From an optimization exercise on the open Yosys and OpenROAD flow, aimed at small area, a short achievable clock period and few clock cycles per item; shortcuts taken in it are not production practice. RTL that was checked went through simulation tests only; none was proved equivalent to the original. No activity file was given, so power comes from the tool's default toggle rates.

Design ex_stage_md, start of the top module:
module ex_stage_md #(
   parameter int WIDTH   = 32,
   parameter int SHAMT_W = 5,
   parameter int REG_W   = 5,
   parameter int CTRL_W  = 10
) (
   input  logic              clk,
   input  logic              rst_n,
   input  logic              in_valid,
   input  logic [WIDTH-1:0]  a_operand,
   input  logic [WIDTH-1:0]  b_operand,
   input  logic [WIDTH-1:0]  imm_ext,
   input  logic [WIDTH-1:0]  pc_plus4,
   input  logic [WIDTH-1:0]  fwd_mem,
   input  logic [WIDTH-1:0]  fwd_wb,
   input  logic [1:0]        fwd_a_sel,
   input  logic [1:0]        fwd_b_sel,
   input  logic              alu_src,
   input  logic              reg_dest,
   input  logic [REG_W-1:0]  dest_rd,
   input  logic [REG_W-1:0]  dest_rt,
   input  logic [4:0]        alu_sel,
   input  logic [CTRL_W-1:0] ctrl_in,
   input  logic              stall_in,
   output logic [WIDTH-1:0]  alu_out,
   output logic [WIDTH-1:0]  data_to_write,
   output logic [REG_W-1:0]  reg_to_write,
   output logic [WIDTH-1:0]  pc_plus4_o,
   output logic [CTRL_W-1:0] ctrl_out,
   output logic              out_valid,
   output logic              md_busy,
   output logic              md_stall,
   output logic [REG_W-1:0]  dest_hz
);
Settings: LEC_CHECK=0, ABC_AREA=1, CAP_MARGIN=20, CORE_MARGIN=2, CORE_UTILIZATION=40, SETUP_SLACK_MARGIN=2.6, SLEW_MARGIN=20; clock period 7.0 ns.
standard.sh (not shown) runs the stock make flow with config.mk's settings and CLKGATE_MAP_FILE= SYNTH_SCRIPT=/design/flow/synth_recipe.tcl, a recipe that flattens the netlist after the stock synthesis.
==> flow/flow/run.sh <==
#!/bin/bash
# The standard layout (standard.sh: the standard flow's synthesis and ORFS flow, unchanged), except that
# the port buffers placed on every input and output are the smallest buffer, buf_1, instead
# of the delay buffer ORFS picks; timing repair still resizes any that need more drive.
set -euo pipefail
export BUFFER_PORTS_ARGS="-buffer_cell sky130_fd_sc_hd__buf_1"
bash standard.sh > standard.log 2>&1
The first run finished with timing, DRC and antenna clean.
Testbench counts at the start, summed over its fixed seeds: cycles 3,876, items 3,200.
Next try:
ABC_AREA = default   (was 1)
ABC_CLOCK_PERIOD_IN_PS = 4500   (was default)
CORE_UTILIZATION = 48   (was 40)
SETUP_SLACK_MARGIN = 1.8   (was 2.6)
Effect: The changed run finished with timing, DRC and antenna clean; area after synthesis came out lower by 2.5%; final cell count came out lower by 23%; worst setup slack got worse by 540 ps; total power came out lower by 14%; wire length came out lower by 12%; non-clock buffer count came out lower by 83; core utilization came out higher by 4.8 points; final area came out lower by 11%; clock-buffer cell count came out higher by 2.
Next try:
CORE_UTILIZATION = 40   (was 48)
After rerunning: Setup slack gets worse by 160 ps. Design area came out higher by 0.57%. Global-route usage came out lower by 7.7 points. Via count barely changes. Synthesized cell count is unchanged. Critical path depth came out higher by 2. Total power came out lower by about 4.3%. Sequential power came out lower by about 3%. Utilization came out lower by 8.7 points.

---

ex_stage_md, a different RTL version from the one above (not shown whole).
For scale: ~3700 cells after synthesis, ~350 I/O pins, roughly 0.030 sq mm of cells after synthesis.
## ex_stage_md
module ex_stage_md #(
   parameter int WIDTH   = 32,
   parameter int SHAMT_W = 5,
   parameter int REG_W   = 5,
   parameter int CTRL_W  = 10
) (
   input  logic              clk,
   input  logic              rst_n,
   input  logic              in_valid,
   input  logic [WIDTH-1:0]  a_operand,
   input  logic [WIDTH-1:0]  b_operand,
   input  logic [WIDTH-1:0]  imm_ext,
   input  logic [WIDTH-1:0]  pc_plus4,
   input  logic [WIDTH-1:0]  fwd_mem,
   input  logic [WIDTH-1:0]  fwd_wb,
   input  logic [1:0]        fwd_a_sel,
   input  logic [1:0]        fwd_b_sel,
   input  logic              alu_src,
   input  logic              reg_dest,
   input  logic [REG_W-1:0]  dest_rd,
   input  logic [REG_W-1:0]  dest_rt,
   input  logic [4:0]        alu_sel,
   input  logic [CTRL_W-1:0] ctrl_in,
   input  logic              stall_in,
   output logic [WIDTH-1:0]  alu_out,
   output logic [WIDTH-1:0]  data_to_write,
   output logic [REG_W-1:0]  reg_to_write,
   output logic [WIDTH-1:0]  pc_plus4_o,
   output logic [CTRL_W-1:0] ctrl_out,
   output logic              out_valid,
   output logic              md_busy,
   output logic              md_stall,
   output logic [REG_W-1:0]  dest_hz
);
==> flow/config.mk <==
export PLATFORM = sky130hd
export DESIGN_NAME = ex_stage_md
export DESIGN_NICKNAME = ex_stage_md
export VERILOG_FILES = /design/flow/design.v
export SDC_FILE = /design/flow/constraint.sdc
export NUM_CORES = 4
export LEC_CHECK = 0
export ABC_CLOCK_PERIOD_IN_PS = 4500
export CAP_MARGIN = 20
export CORE_MARGIN = 2
export CORE_UTILIZATION = 40
export SETUP_SLACK_MARGIN = 2.5
export SLEW_MARGIN = 20
==> flow/constraint.sdc <==
create_clock -name core_clock -period 7.0 [get_ports {clk}]
set_input_delay 1.4000 -clock core_clock [delete_from_list [all_inputs] [get_ports {clk}]]
set_output_delay 1.4000 -clock core_clock [all_outputs]
set_load 0.01 [all_outputs]
Scripts as last shown in full above: flow/flow/run.sh
The starting point passed the timing, design-rule and antenna checks.
Testbench counts at the start, summed over its fixed seeds: cycles 3,876, items 3,200.
Next try:
==> flow/run.sh (new file) <==
#!/bin/bash
# synth_recipe.tcl (not shown) runs the flow's synth.tcl, then flattens the netlist and writes it again
# the make line also repeats each setting of config.mk as NAME=value (left out here)
make -C /OpenROAD-flow-scripts/flow DESIGN_CONFIG=/design/flow/config.mk WORK_HOME=/design/flow/orfs CLKGATE_MAP_FILE= SYNTH_SCRIPT=/design/flow/synth_recipe.tcl finish
removed: flow/flow/run.sh
removed: flow/standard.sh
Design area rose by a few percent.
Clock power goes down by a few percent.
Via count hardly moves.
Maximum frequency goes up slightly.
Hold slack barely changes.
Final cell count came out higher slightly.

---

## rev 12
Another version of the RTL of ex_stage_md (not shown whole).
Size in the first run: roughly 3,700 cells after synthesis, roughly 220 flip-flops, roughly 350 I/O pins, ~30,000 um^2 of cells after synthesis.
make LEC_CHECK=0 ABC_CLOCK_PERIOD_IN_PS=4500 CAP_MARGIN=20 CORE_MARGIN=2 CORE_UTILIZATION=40 SETUP_SLACK_MARGIN=2.5 SLEW_MARGIN=20 finish   # period 7.0 ns
run.sh (not shown) runs the stock make flow with config.mk's settings and CLKGATE_MAP_FILE= SYNTH_SCRIPT=/design/flow/synth_recipe.tcl, a recipe that flattens the netlist after the stock synthesis.
Stock flow here: none of the scripts above is used.
Rev 12 | status: complete | timing, DRC, antenna: pass
The following lists how rev 13 was set up differently from rev 12:
Settings: removing SETUP_SLACK_MARGIN (formerly 2.5); removing ABC_CLOCK_PERIOD_IN_PS (formerly 4500).
[summary]
- Initial antenna violation count was lower in the run labelled rev 13.
- Rev 13 has utilization below what rev 12 had.
- Worst-skew pair later-pin latency across rev 13 and rev 12: no real change.
- On global-route usage, the lower figure sits with rev 13, not rev 12.
- Cmp rev 13 and rev 12 / cell count of the worst reg-to-reg path / lower: rev 13
No functional check of the RTL was part of any run of this note.

## static timing again, ports no longer ideal
Ports are ideal in the flow. The routed layouts listed here were re-timed in OpenROAD. Step 1, drivers: a clkbuf_16 drives clk and a buf_2 each remaining input, both assumed. Step 2 moves the port delays by t, midway between the first and last clock arrival at a register: inputs arrive t later, outputs are due t later. That takes back most of the time a late clock gives input paths. Slacks: no drivers / after step 1 / after step 2; pairs: no drivers / after step 1.
run	t (ns)	setup WS [ns]	worst setup path after step 2	latest minus earliest clock arrival (ns)	worst register clock-pin slew, ns
the first run of note 1	0.672	2.411 / 2.424 / 1.751	input to register	0.071 / 0.071	0.08 / 0.08
the second run of note 1	0.686	1.867 / 1.867 / 1.209	input to register	0.031 / 0.031	0.08 / 0.08
the third run of note 1	0.643	1.710 / 1.750 / 1.107	input to register	0.013 / 0.013	0.07 / 0.07
the first run of note 2	0.661	1.908 / 1.938 / 1.277	input to register	0.022 / 0.022	0.07 / 0.07
the second run of note 2	0.676	1.978 / 1.874 / 1.198	input to register	0.033 / 0.032	0.07 / 0.07
rev 12	0.686	2.029 / 2.029 / 1.671	input to register	0.055 / 0.056	0.07 / 0.07
rev 13	0.676	0.919 / 0.919 / 0.378	input to register	0.063 / 0.063	0.07 / 0.07
After both steps every run listed still meets setup and hold. For the second run of note 2, which loses most, drivers alone change the setup slack by -0.104 ns; drivers and shift together by -0.780 ns.
